This is an optimization exercise on Yosys and OpenROAD, whose aim is small area, a short achievable clock period and few clock cycles per item, not a production implementation.
No functional check of the RTL was part of any run shown here.

==> flow/design.v (outline; a module is shown in full before it is edited, if it fits) <==
// module chroma_fir: 274 lines
// module csc_lane_sum: 1026 lines
// module csc_lane_clip: 17 lines
// module chroma_taps: 27 lines
// module yuv_to_rgb_top: 199 lines
module yuv_to_rgb_top (
	input logic Clock,
	input logic resetn,
	input logic in_valid,
	input csc_pkg::pixel_t in_y_even,
	input csc_pkg::pixel_t in_y_odd,
	input csc_pkg::pixel_t in_u,
	input csc_pkg::pixel_t in_v,
	output logic in_ready,
	output logic out_valid,
	output csc_pkg::word_t out_data,
	input logic out_credit
);
  // ...
==> flow/run.sh <==
#!/bin/bash
# synth_recipe.tcl (not shown) runs the flow's synth.tcl, then flattens the netlist and writes it again
# the make line also repeats each setting of config.mk as NAME=value (left out here)
make -C /OpenROAD-flow-scripts/flow DESIGN_CONFIG=/design/flow/config.mk WORK_HOME=/design/flow/orfs CLKGATE_MAP_FILE= SYNTH_SCRIPT=/design/flow/synth_recipe.tcl finish
==> flow/config.mk <==
export PLATFORM = sky130hd
export DESIGN_NAME = yuv_to_rgb_top
export DESIGN_NICKNAME = yuv_to_rgb_top
export VERILOG_FILES = /design/flow/design.v
export SDC_FILE = /design/flow/constraint.sdc
export NUM_CORES = 4
export LEC_CHECK = 0
export CAP_MARGIN = 20
export CORE_MARGIN = 2
export CORE_UTILIZATION = 40
export SLEW_MARGIN = 20
==> flow/constraint.sdc <==
create_clock -name core_clock -period 9.0 [get_ports {Clock}]
set_input_delay 1.8000 -clock core_clock [delete_from_list [all_inputs] [get_ports {Clock}]]
set_output_delay 1.8000 -clock core_clock [all_outputs]
set_load 0.01 [all_outputs]
==> summary.txt, run 1 <==
- Crit path depth: 18
- CLK BUF: 58
- Critical-path top delay cell: mux2i_1
- Seq/total area: 0.351
- Register area: 10,600 um^2
- Crit path DAT: ~6400 ps
- H-tree depth: 2
- Count of multi-input gates: between 1,500 and 2,000
- Crit path capture: vb1[7]
- Core box area: 67,400 um^2
- Fin area: approximately 30,000 um^2
- Mapped cell area: about 27,000 um^2
- Sum Neg Setup Slack: 0 ps
- Global Route met2 Usage: 0.322
- Final hold vios: 0
- GR Util met3: 0.0306
- Well Taps: between 800 and 900
- Slew @ Worst Pin: 1070 ps
- Area share of the largest cell type after synthesis: 0.370
- Sequential cells: between 300 and 400
- Status: complete, no violations
- # resized after CTS: 0
- First-pass GRT wire length: between 100,000 and 150,000 um
- Commonest cells in the synthesized netlist: 508 x inv_1, 336 x edfxtp_1, 259 x nand2_1, 253 x fa_1, 247 x o21ai_0
- Hold path depth: 0
- Met3 wire len: between 3000 and 4000 um
==> module yuv_to_rgb_top, before the edit <==
module yuv_to_rgb_top (
	input logic Clock,
	input logic resetn,
	input logic in_valid,
	input csc_pkg::pixel_t in_y_even,
	input csc_pkg::pixel_t in_y_odd,
	input csc_pkg::pixel_t in_u,
	input csc_pkg::pixel_t in_v,
	output logic in_ready,
	output logic out_valid,
	output csc_pkg::word_t out_data,
	input logic out_credit
);
	localparam logic [1:0] PA = 2'd0;
	localparam logic [1:0] PB = 2'd1;
	localparam logic [1:0] PC = 2'd2;
	localparam logic [1:0] T_NONE = 2'd0;
	localparam logic [1:0] T_EVEN = 2'd1;
	localparam logic [1:0] T_ODD = 2'd2;
	logic [3:0][7:0] s_ye;
	logic [3:0][7:0] s_yo;
	logic [3:0][7:0] s_u;
	logic [3:0][7:0] s_v;
	logic wpar;
	logic [1:0] widx;
	logic rpar;
	logic [1:0] rk;
	logic [1:0] rph;
	logic [2:0] cred;
	logic stall;
	logic [26:0] pre_u;
	logic [26:0] pre_v;
	logic [7:0] yo_r;
	logic [8:0] fu;
	logic [1:0] t1;
	logic [7:0] y1;
	logic [8:0] ub1;
	logic [8:0] vb1;
	logic [1:0] t2;
	logic [22:0] pr2;
	logic [22:0] pg2;
	logic [22:0] pb2;
	logic [1:0] t3;
	logic [7:0] r3;
	logic [7:0] g3;
	logic [7:0] b3;
	logic [7:0] bh;
	logic pend;
	logic v4;
	logic accept;
	logic start_ok;
	logic op_valid;
	logic go;
	logic [1:0] tag_r;
	logic wpar_n;
	logic [1:0] widx_n;
	logic rpar_n;
	logic [1:0] rk_n;
	logic [1:0] rph_n;
	logic [2:0] cred_n;
	logic v4_n;
	logic stall_n;
	logic free_n;
	logic [26:0] tap_u;
	logic [26:0] tap_v;
	logic [26:0] fir_in;
	logic [8:0] fir_out;
	logic [22:0] lpr;
	logic [22:0] lpg;
	logic [22:0] lpb;
	logic [7:0] lr;
	logic [7:0] lg;
	logic [7:0] lb;
	assign accept = in_valid && in_ready;
	assign start_ok = (rk != 2'd0) || (wpar != rpar);
	assign op_valid = (rph != PA) || start_ok;
	assign go = op_valid && !stall;
	assign tag_r = !go ? T_NONE : (rph == PB) ? T_EVEN : (rph == PC) ? T_ODD : T_NONE;
	always_comb begin
		wpar_n = wpar;
		widx_n = widx;
		if (accept) begin
			widx_n = widx + 2'd1;
			if (widx == 2'd3)
				wpar_n = !wpar;
		end
		rpar_n = rpar;
		rk_n = rk;
		rph_n = rph;
		if (go) begin
			case (rph)
				PA: rph_n = PB;
				PB: rph_n = PC;
				default: begin
					rph_n = PA;
					rk_n = rk + 2'd1;
					if (rk == 2'd3)
						rpar_n = !rpar;
				end
			endcase
		end
		cred_n = cred - {2'd0, out_valid} + {2'd0, out_credit};
		v4_n = stall || (t3 != T_NONE) || pend;
		stall_n = v4_n && (cred_n == 3'd0);
		if (wpar_n == rpar_n)
			free_n = 1'b1;
		else if (widx_n == 2'd0)
			free_n = (rk_n == 2'd3) || (rk_n == 2'd2 && (rph_n != PA || !stall_n));
		else if (widx_n != 2'd3)
			free_n = (rk_n == 2'd3) && (rph_n != PA || !stall_n);
		else
			free_n = (rk_n == 2'd3) && (rph_n == PC) && !stall_n;
	end
	always_ff @(posedge Clock or negedge resetn) begin
		if (!resetn) begin
			wpar <= 1'b0;
			widx <= 2'd0;
			rpar <= 1'b0;
			rk <= 2'd0;
			rph <= PA;
			cred <= 3'(4);
			stall <= 1'b0;
			in_ready <= 1'b1;
			out_valid <= 1'b0;
			t1 <= T_NONE;
			t2 <= T_NONE;
			t3 <= T_NONE;
			pend <= 1'b0;
			v4 <= 1'b0;
		end else begin
			wpar <= wpar_n;
			widx <= widx_n;
			rpar <= rpar_n;
			rk <= rk_n;
			rph <= rph_n;
			cred <= cred_n;
			stall <= stall_n;
			in_ready <= free_n;
			out_valid <= v4_n && (cred_n != 3'd0);
			v4 <= v4_n;
			if (!stall) begin
				t1 <= tag_r;
				t2 <= t1;
				t3 <= t2;
				pend <= (t3 == T_ODD);
			end
		end
	end
	chroma_taps u_taps_u (.k(rk), .c(s_u), .pre(tap_u));
	chroma_taps u_taps_v (.k(rk), .c(s_v), .pre(tap_v));
	assign fir_in = (rph == PB) ? pre_u : pre_v;
	chroma_fir u_fir (.so(fir_in[26:18]), .sm(fir_in[17:9]), .si(fir_in[8:0]), .fb(fir_out));
	csc_lane_sum u_sum (.y(y1), .ub(ub1), .vb(vb1), .pr(lpr), .pg(lpg), .pb(lpb));
	csc_lane_clip u_clip (.pr(pr2), .pg(pg2), .pb(pb2), .r(lr), .g(lg), .b(lb));
	always_ff @(posedge Clock) begin
		if (accept) begin
			s_ye[widx] <= in_y_even;
			s_yo[widx] <= in_y_odd;
			s_u[widx] <= in_u;
			s_v[widx] <= in_v;
		end
		if (go && rph == PA) begin
			pre_u <= tap_u;
			pre_v <= tap_v;
			yo_r <= s_yo[rk];
		end
		if (go && rph == PB) begin
			fu <= fir_out;
			y1 <= s_ye[rk];
			ub1 <= {s_u[rk][7], !s_u[rk][7], s_u[rk][6:0]};
			vb1 <= {s_v[rk][7], !s_v[rk][7], s_v[rk][6:0]};
		end
		if (go && rph == PC) begin
			y1 <= yo_r;
			ub1 <= fu;
			vb1 <= fir_out;
		end
		if (!stall) begin
			if (t1 != T_NONE) begin
				pr2 <= lpr;
				pg2 <= lpg;
				pb2 <= lpb;
			end
			if (t2 != T_NONE) begin
				r3 <= lr;
				g3 <= lg;
				b3 <= lb;
			end
			if (t3 == T_EVEN) begin
				out_data <= {r3, g3};
				bh <= b3;
			end else if (t3 == T_ODD) begin
				out_data <= {bh, r3};
			end else if (pend) begin
				out_data <= {g3, b3};
			end
		end
	end
endmodule
==> run 2, diff against run 1 <==
--- a/flow/design.v
+++ b/flow/design.v
@@ -3,13 +3,19 @@
 	typedef logic [15:0] word_t;
 endpackage
 `timescale 1ns/1ns
-module chroma_fir (
-	input logic [8:0] so,
-	input logic [8:0] sm,
-	input logic [8:0] si,
-	output logic [8:0] fb
+module chroma_fir_sum (
+	input logic [26:0] pre,
+	output logic [18:0] cs
 );
-	logic [16:0] acc;
+	logic [8:0] so;
+	logic [8:0] sm;
+	logic [8:0] si;
+	logic [16:0] fa;
+	logic [16:0] fb;
+	logic [8:0] flo;
+	assign so = pre[26:18];
+	assign sm = pre[17:9];
+	assign si = pre[8:0];
 	logic tf_0;
 	logic tf_1;
 	logic tf_2;
@@ -274,8 +280,16 @@
 	assign tf_129 = (~tf_100 & si[7]) | (tf_99 & (~tf_100 | si[7]));
 	assign tf_130 = si[7] ^ tf_101 ^ ~si[8];
 	assign tf_131 = (si[7] & tf_101) | (~si[8] & (si[7] | tf_101));
-	assign acc = {~si[8], tf_130, ~tf_128, ~tf_126, tf_124, tf_122, tf_120, tf_118, tf_116, tf_114, tf_112, tf_110, tf_108, tf_106, ~tf_104, ~tf_102, ~si[0]} + {tf_131, ~tf_129, ~tf_127, tf_125, tf_123, tf_121, tf_119, tf_117, tf_115, tf_113, tf_111, tf_109, tf_107, ~tf_105, tf_103, so[0], ~so[0]};
-	assign fb = acc[16:8];
+	assign fa = {~si[8], tf_130, ~tf_128, ~tf_126, tf_124, tf_122, tf_120, tf_118, tf_116, tf_114, tf_112, tf_110, tf_108, tf_106, ~tf_104, ~tf_102, ~si[0]};
+	assign fb = {tf_131, ~tf_129, ~tf_127, tf_125, tf_123, tf_121, tf_119, tf_117, tf_115, tf_113, tf_111, tf_109, tf_107, ~tf_105, tf_103, so[0], ~so[0]};
+	assign flo = {1'b0, fa[7:0]} + {1'b0, fb[7:0]};
+	assign cs = {fa[16:8], fb[16:8], flo[8]};
+endmodule
+module chroma_fir_add (
+	input logic [18:0] cs,
+	output logic [8:0] fb
+);
+	assign fb = cs[18:10] + cs[9:1] + {8'd0, cs[0]};
 endmodule
 `timescale 1ns/1ns
 module csc_lane_sum (
@@ -1383,7 +1397,9 @@
 	logic [26:0] pre_u;
 	logic [26:0] pre_v;
 	logic [7:0] yo_r;
+	logic [18:0] fcs;
 	logic [8:0] fu;
+	logic oiss;
 	logic [1:0] t1;
 	logic [7:0] y1;
 	logic [8:0] ub1;
@@ -1415,7 +1431,7 @@
 	logic free_n;
 	logic [26:0] tap_u;
 	logic [26:0] tap_v;
-	logic [26:0] fir_in;
+	logic [18:0] fir_cs;
 	logic [8:0] fir_out;
 	logic [22:0] lpr;
 	logic [22:0] lpg;
@@ -1427,7 +1443,7 @@
 	assign start_ok = (rk != 2'd0) || (wpar != rpar);
 	assign op_valid = (rph != PA) || start_ok;
 	assign go = op_valid && !stall;
-	assign tag_r = !go ? T_NONE : (rph == PB) ? T_EVEN : (rph == PC) ? T_ODD : T_NONE;
+	assign tag_r = oiss ? T_ODD : (go && rph == PC) ? T_EVEN : T_NONE;
 	always_comb begin
 		wpar_n = wpar;
 		widx_n = widx;
@@ -1478,6 +1494,7 @@
 			t2 <= T_NONE;
 			t3 <= T_NONE;
 			pend <= 1'b0;
+			oiss <= 1'b0;
 			v4 <= 1'b0;
 		end else begin
 			wpar <= wpar_n;
@@ -1495,13 +1512,14 @@
 				t2 <= t1;
 				t3 <= t2;
 				pend <= (t3 == T_ODD);
+				oiss <= go && rph == PC;
 			end
 		end
 	end
 	chroma_taps u_taps_u (.k(rk), .c(s_u), .pre(tap_u));
 	chroma_taps u_taps_v (.k(rk), .c(s_v), .pre(tap_v));
-	assign fir_in = (rph == PB) ? pre_u : pre_v;
-	chroma_fir u_fir (.so(fir_in[26:18]), .sm(fir_in[17:9]), .si(fir_in[8:0]), .fb(fir_out));
+	chroma_fir_sum u_fir_sum (.pre(pre_u), .cs(fir_cs));
+	chroma_fir_add u_fir_add (.cs(fcs), .fb(fir_out));
 	csc_lane_sum u_sum (.y(y1), .ub(ub1), .vb(vb1), .pr(lpr), .pg(lpg), .pb(lpb));
 	csc_lane_clip u_clip (.pr(pr2), .pg(pg2), .pb(pb2), .r(lr), .g(lg), .b(lb));
 	always_ff @(posedge Clock) begin
@@ -1516,13 +1534,17 @@
 			pre_v <= tap_v;
 			yo_r <= s_yo[rk];
 		end
-		if (go && rph == PB) begin
+		if (go && rph == PB)
+			pre_u <= pre_v;
+		if (go && rph != PA)
+			fcs <= fir_cs;
+		if (go && rph == PC) begin
 			fu <= fir_out;
 			y1 <= s_ye[rk];
 			ub1 <= {s_u[rk][7], !s_u[rk][7], s_u[rk][6:0]};
 			vb1 <= {s_v[rk][7], !s_v[rk][7], s_v[rk][6:0]};
 		end
-		if (go && rph == PC) begin
+		if (oiss && !stall) begin
 			y1 <= yo_r;
 			ub1 <= fu;
 			vb1 <= fir_out;
==> summary.txt, run 2 <==
- Die Span Y: 267 um (was 265 um)
- Hold Path Class: reg2reg (unchanged)
- Area leader, netlist: edfxtp_1 (unchanged)
- Reg2Reg Depth: 13 (was 18)
- Status: complete, no violations (unchanged)
- GRT Overall Usage: 0.191 (was 0.195)
- Layout cells sized above 1: 0.0745 (was 0.0665)
- Max_cap viols: 0 (unchanged)
- Tcrit/Tclk final: 0.526 (was 0.677)
- Hold Buf Count CTS: 0 (unchanged)
- Commonest non-fill, non-tap cell in the layout: inv_1 (unchanged)
- TritonCTS clock tree: yes (unchanged)
- Drt wl/cell: 18.9 um (was 19.5 um)
- Most frequent cells in the layout: 542 x inv_1, 355 x edfxtp_1, 263 x fa_1, 236 x nand2_1, 232 x o21ai_0 (was 508 x inv_1, 336 x edfxtp_1, 259 x nand2_1, 253 x fa_1, 246 x o21ai_0)
- Area delta synth->final: 11.7% (was 10.9%)
- DRC viols: 0 (unchanged)
- Relative slew slack: 0.292 (was 0.290)
- Nets: 3,030 (was 3,020)
- Commonest cells in the synthesized netlist: 543 x inv_1, 355 x edfxtp_1, 263 x fa_1, 237 x nand2_1, 232 x o21ai_0 (was 508 x inv_1, 336 x edfxtp_1, 259 x nand2_1, 253 x fa_1, 247 x o21ai_0)
- Slew @ Worst Pin: 1060 ps (was 1070 ps)
- Starting DRT DRC Count: 1,367 (was 1,421)
- Post-layout min period: 4740 ps (was 6090 ps)
- Via count: 17,783 (was 18,065)
- Number of global-route vias before repair: 18,178 (was 18,596)
- HPWL after DPL: 49,100 um (was 49,500 um)
- Placer congestion estimate: 0.892 (was 0.894)
- Sequential area share after synthesis: 0.405 (was 0.389)
- Drt total wl: 66,200 um (was 67,000 um)
- Synth warn: 3 (unchanged)
- Dominant synthesized flop cell: edfxtp_1 (unchanged)
- Post-synth cell types: 61 (was 76)
- Crit-path max FO: 8 (was 18)
- Critical Path RT: 9330 ps (was 9310 ps)
- Syn_nets: 2,977 (was 2,976)
- Syn Inst Count: 2,475 (was 2,480)
- Clock Latency Late Sink: 590 ps (about the same)
- Count of clock tree sinks: 377 (was 357)
- Crit path cell chain: inv_1, fa_1, fa_1, inv_1, fa_1, inv_1, fa_1, inv_1, ha_1, nand3_1, a21oi_1, a2111oi_0, a21oi_1 (was nor2b_4, buf_4, mux2i_1, maj3_1, inv_1, fa_1, inv_1, fa_1, fa_1, inv_1, ha_1, a21oi_1, o21ai_0, o21ai_0, o21ai_1, o41ai_4, xnor2_1, o21ba_1)
- ANT cells: 0 (unchanged)
- Crit path DAT: 5060 ps (was 6400 ps)
- Syn avg cell area: 11.2 um^2 (was 11.0 um^2)
- Hold path depth: 0 (unchanged)
- Die W: 267 um (was 265 um)
- Clock transition at the registers of the reported paths: 60 ps (about the same)
- Die area: 71,400 um^2 (was 70,400 um^2)
- Critical-path top delay cell: edfxtp_1 (was mux2i_1)
- Core box area: 68,600 um^2 (was 67,400 um^2)
- DRT Pass-1 Iters: 6 (was 5)
- Final hold vios: 0 (unchanged)
- GRT overflow: 0 (unchanged)
- Post-synth ARST share: 0.0584 (was 0.0588)
- First-pass GRT wire length: 104,000 um (was 106,000 um)
- RSZ-0062 raised after global routing: false (unchanged)
- Max-slew violations: 0 (unchanged)
- Final setup viols: 0 (unchanged)
- Delay of the slowest cell on the worst path: 770 ps (was 710 ps)
- # resized after CTS: 0 (unchanged)
- Area contributors post-synth: edfxtp_1 38%, fa_1 19%, ha_1 9.2% (was edfxtp_1 37%, fa_1 19%, ha_1 9.5%)
- Cts bufs inserted: 45 (was 44)
- Initial Util: 0.404 (was 0.405)
- Std cell rows: 96 (was 95)
- Post-synth EDFFs: 355 (was 336)
- Antenna violations before repair: 0 (unchanged)
- Largest net degree at the start of global routing: 84 (was 77)
- Synth Register Bits: 377 (was 357)
- CP Class: reg2reg (unchanged)
- Sum Neg Setup Slack: 0 ps (unchanged)
- CP startpoint kind: flop (unchanged)
- Mapped cell area: 27,700 um^2 (was 27,300 um^2)
- Vias per cell: 5.09 (was 5.27)
- H-tree depth: 2 (unchanged)
- Root Buffer Master: clkbuf_16 (unchanged)
- Crit end category: flop (unchanged)
- FMAX: 211 MHz (was 164 MHz)
- Setup slack, reg-to-reg: 4260 ps (was 2910 ps)
- Max clock buf depth: 3 (unchanged)
- Final Skew: 39.2 ps (was 42.5 ps)
- Area share of the largest cell type after synthesis: 0.385 (was 0.370)
- Most frequent cell after synthesis: inv_1 (unchanged)
- I/O pins: 54 (unchanged)
- PortBufs: 53 (unchanged)
- Post-CTS Setup Bufs: 0 (unchanged)
- Post-DRT Antenna Nets: 0 (unchanged)
==> run 2: changes by cell type in the layout (fill, tap and decap cells not counted), sizes merged, moves of 17 or more <==
cell,previous run,this run
mux2i,37,17
inv,509,545
o21ai,250,232
mux2,17,34
nand2,259,237
edfxtp,336,355
a21oi,75,103
==> run 2: kinds of logic after synthesis <==
kind of cell	share of synthesized area
AO/OA/AOI/OAI	0.103
XOR/XNOR	0.0209
adder cells (fa/ha/maj)	0.282
buffers and inverters	0.0839
flip-flops	0.405
multiplexers	0.0460
AND/OR/NAND/NOR	0.0604
==> run 2: worst max-delay path: cells and delay by family (launching register included) <==
| family | cells | cell delay (ps) |
|---|---|---|
| buf+inv | 4 | 560 |
| fa+ha+maj | 5 | 2490 |
| compound gates | 3 | 540 |
| flops | 1 | 770 |
| simple gates | 1 | 110 |
==> run 2: path summary, 6_finish.rpt <==
| kind | endpoint | start |
|---|---|---|
| max in group asynchronous | cred[2] | resetn |
| min in group asynchronous | rph[0] | resetn |
| worst max-delay path | pg2[0] | y1[5] |
| worst min register to register | bh[1] | b3[1] |
| worst min-delay path | bh[1] | b3[1] |
| worst max register to register | pg2[0] | y1[5] |
==> run 2: final cells by class <==
type / count / area [um^2]
Timing Repair Buffer: 81 / 741
Multi-Input combinational cell: 1480 / 14200
Inverter: 543 / 2040
Sequential cell: 377 / 11200
Fill cell: 6339 / 37600
Tap cell: 931 / 1160
Clock inverter: 29 / 355
Clock buffer: 54 / 1200
==> run 2: through the flow <==
stage	instance area (um^2)	setup WS [ps]	utilization	hold slack, ps	instances
after CTS	31000	4290	0.451	490	3495
final	31000	4260	0.451	478	3495
after global placement	29400	4340	0.429	462	3412
after floorplan	27700	3280	-	441	2475
after global routing	31000	4010	0.451	515	3495
after detailed placement	29400	4300	0.429	476	3412
==> run 2: layer usage <==
layer | vias up | part of all wire | GRT usage
li1 | 8341 | - | -
met1 | 8767 | 0.44 | 0.258
met2 | 545 | 0.47 | 0.312
met3 | 130 | 0.059 | 0.0299
met4 | 0 | 0.033 | 0.0701
met5 | - | 0 | 0
==> run 3, diff against run 2 <==
--- a/flow/config.mk
+++ b/flow/config.mk
@@ -8,4 +8,5 @@
 export CAP_MARGIN = 20
 export CORE_MARGIN = 2
 export CORE_UTILIZATION = 40
+export SETUP_SLACK_MARGIN = 5
 export SLEW_MARGIN = 20
==> summary.txt, run 3 <==
- Critical Path RT: 9300 ps (was 9330 ps)
- Vias per cell: 5.07 (was 5.09)
- Die area: 71,400 um^2 (unchanged)
- Count of clock tree sinks: 377 (unchanged)
- Worst Setup SP: y1[2] (was y1[5])
- Sum Neg Setup Slack: 0 ps (unchanged)
- Synth warn: 3 (unchanged)
- Tcrit/Tclk final: 0.429 (was 0.526)
- Die W: 267 um (unchanged)
- Synth Register Bits: 377 (unchanged)
- Number of global-route vias before repair: 18,472 (was 18,178)
- PnR worst setup slack: 5140 ps (was 4260 ps)
- Final hold vios: 0 (unchanged)
- Hold Buf Count CTS: 0 (unchanged)
- Starting DRT DRC Count: 1,280 (was 1,367)
- Fin Hold WS: 477 ps (was 478 ps)
- Mapped cell area: 27,700 um^2 (unchanged)
- DRC viols: 0 (unchanged)
- Nets: 3,109 (was 3,030)
- ANT cells: 0 (unchanged)
- CP Class: reg2reg (unchanged)
- Die Span Y: 267 um (unchanged)
- Syn Inst Count: 2,475 (unchanged)
- Antenna violations before repair: 0 (unchanged)
- Placer congestion estimate: 0.913 (was 0.892)
- Setup slack, reg-to-reg: 5140 ps (was 4260 ps)
- Max-slew violations: 0 (unchanged)
- Initial Util: 0.404 (unchanged)
- GRT Overall Usage: 0.192 (was 0.191)
- Commonest cells in the synthesized netlist: 543 x inv_1, 355 x edfxtp_1, 263 x fa_1, 237 x nand2_1, 232 x o21ai_0 (unchanged)
- Dominant synthesized flop cell: edfxtp_1 (unchanged)
- Crit end category: flop (unchanged)
- Hold Path Class: reg2reg (unchanged)
- Hold Crit Start: b3[1] (unchanged)
- Post-synth ARST share: 0.0584 (unchanged)
- Reg2Reg Depth: 10 (was 13)
- FMAX: 259 MHz (was 211 MHz)
- Area contributors post-synth: edfxtp_1 38%, fa_1 19%, ha_1 9.2% (unchanged)
- GRT overflow: 0 (unchanged)
- Cts bufs inserted: 45 (unchanged)
- HPWL after DPL: 49,200 um (was 49,100 um)
- Clock transition at the registers of the reported paths: 60 ps (about the same)
- Syn avg cell area: 11.2 um^2 (unchanged)
- Relative slew slack: 0.337 (was 0.292)
- DRT Pass-1 Iters: 7 (was 6)
- Clock Latency Late Sink: 610 ps (was 590 ps)
- Placed cell count: 3,412 (unchanged)
- PortBufs: 53 (unchanged)
- Most frequent cell after synthesis: inv_1 (unchanged)
- Worst R2R End: pr2[0] (was pg2[0])
- Final Skew: 43.1 ps (was 39.2 ps)
- Largest net degree at the start of global routing: 73 (was 84)
- RSZ-0062 raised after global routing: true (was false)
- Commonest non-fill, non-tap cell in the layout: inv_1 (unchanged)
- First-pass GRT wire length: 105,000 um (was 104,000 um)
- Area share of the largest cell type after synthesis: 0.385 (unchanged)
- Final std cells w/o fill: 3,573 (was 3,495)
- Area delta synth->final: 14.5% (was 11.7%)
- Drt total wl: 67,400 um (was 66,200 um)
- Max clock buf depth: 3 (unchanged)
- CP startpoint kind: flop (unchanged)
- Root Buffer Master: clkbuf_16 (unchanged)
- Status: complete, no violations (unchanged)
- TritonCTS clock tree: yes (unchanged)
- Slew @ Worst Pin: 994 ps (was 1060 ps)
- Fill cells: 6,248 (was 6,339)
- Layout cells sized above 1: 0.111 (was 0.0745)
- H-tree depth: 2 (unchanged)
- Crit path DAT: 4170 ps (was 5060 ps)
- Post-DRT Antenna Nets: 0 (unchanged)
- Core box area: 68,600 um^2 (unchanged)
- Drt wl/cell: 18.9 um (about the same)
- Via count: 18,103 (was 17,783)
- Max_cap viols: 0 (unchanged)
- Std cell rows: 96 (unchanged)
- Post-synth cell types: 61 (unchanged)
- Post-layout min period: 3860 ps (was 4740 ps)
- Crit-path max FO: 9 (was 8)
- Area leader, netlist: edfxtp_1 (unchanged)
- Post-synth EDFFs: 355 (unchanged)
- Dpl ws: 4300 ps (about the same)
- Syn_nets: 2,977 (unchanged)
- Sequential area share after synthesis: 0.405 (unchanged)
- Final setup viols: 0 (unchanged)
- I/O pins: 54 (unchanged)
- Most frequent cells in the layout: 529 x inv_1, 355 x edfxtp_1, 261 x fa_1, 236 x nand2_1, 230 x o21ai_0 (was 542 x inv_1, 355 x edfxtp_1, 263 x fa_1, 236 x nand2_1, 232 x o21ai_0)
- FF-to-FF Start: y1[2] (was y1[5])
- Crit path capture: pr2[0] (was pg2[0])
[run 3: final cells by class]
| cell class | count | area [um^2] | share of cell area |
|---|---|---|---|
| Clock buffer | 54 | 1160 | 0.0366 |
| Clock inverter | 28 | 347 | 0.0109 |
| Inverter | 543 | 2080 | 0.0655 |
| Multi-Input combinational cell | 1480 | 14300 | 0.452 |
| Sequential cell | 377 | 11200 | 0.354 |
| Tap cell | 931 | 1160 | 0.0367 |
| Timing Repair Buffer | 160 | 1420 | 0.0446 |
[run 3: worst min-delay path by stage]
stage | end | cells after the start | slack [ps]
finish | bh[1] | 0 | 480
global route | bh[1] | 0 | 500
CTS | bh[1] | 0 | 480
detailed placement | bh[1] | 0 | 470
global placement | bh[0] | 0 | 460
floorplan | bh[0] | 0 | 440
[run 3: worst max-delay path: stages, from the launching register on]
cell	delay, ps
edfxtp_1	440
buf_4	240
fa_1	540
inv_1	50
fa_1	480
fa_1	560
inv_1	70
fa_1	480
ha_1	230
a2111oi_0	340
a31oi_1	140
[run 3: layer usage]
| layer | routed length [um] | track usage |
|---|---|---|
| met2 | 31300 | 0.309 |
| met1 | 29400 | 0.259 |
| met3 | 4080 | 0.0299 |
| met5 | 0 | 0 |
| met4 | 2560 | 0.0758 |
[run 3: per-stage QoR]
step / utilization / area (um^2)
3_3_place_gp: 0.429 / 29400
2_1_floorplan: - / 27800
5_1_grt: 0.463 / 31700
4_1_cts: 0.455 / 31200
3_5_place_dp: 0.429 / 29400
6_report: 0.463 / 31700
[run 3: cell families after synthesis]
| logic type | Yosys count | share of synthesized area |
|---|---|---|
| adder cells (fa/ha/maj) | 466 | 0.282 |
| AO/OA/AOI/OAI | 483 | 0.103 |
| XOR/XNOR | 66 | 0.0209 |
| flip-flops | 377 | 0.405 |
| AND/OR/NAND/NOR | 382 | 0.0604 |
| buffers and inverters | 618 | 0.0839 |
| multiplexers | 83 | 0.0460 |
[run 3: what timing repair did]
item | CTS | global route
buffers inserted | 32 | 46
resized for setup | 17 | 29
gates cloned | 0 | 1
pin swaps | 1 | 8
endpoints found under the setup margin | 34 | 15

[afterwards: timing with drivers on the ports]
No port has a modelled driver above. Below, the same layouts with a new extraction and two added sets of constraints. Step 1 sets driving cells, clkbuf_16 on the clock port and buf_2 on the other inputs (assumed; they add their load-dependent delay and slew). Step 2 times the ports against the registers' clock, not the clock port: input delays grow and output delays shrink by t, the midpoint of the rising clock arrivals with the driver on. a / b / c = no drivers / after step 1 / after step 2; a / b = the first two.
| run | t, ns | slack for setup (ns) | hold slack, ns | worst register clock-pin slew, ns |
|---|---|---|---|---|
| run 1 | 0.635 | 2.911 / 2.911 / 2.911 | 0.472 / 0.472 / 0.472 | 0.06 / 0.06 |
| run 2 | 0.637 | 4.263 / 4.263 / 4.263 | 0.478 / 0.478 / 0.478 | 0.07 / 0.07 |
| run 3 | 0.645 | 5.135 / 5.135 / 4.786 | 0.477 / 0.477 / 0.477 | 0.06 / 0.06 |
After both steps every run listed still meets setup and hold. For run 3, which loses most, drivers alone change the setup slack by 0.000 ns; drivers and shift together by -0.349 ns.
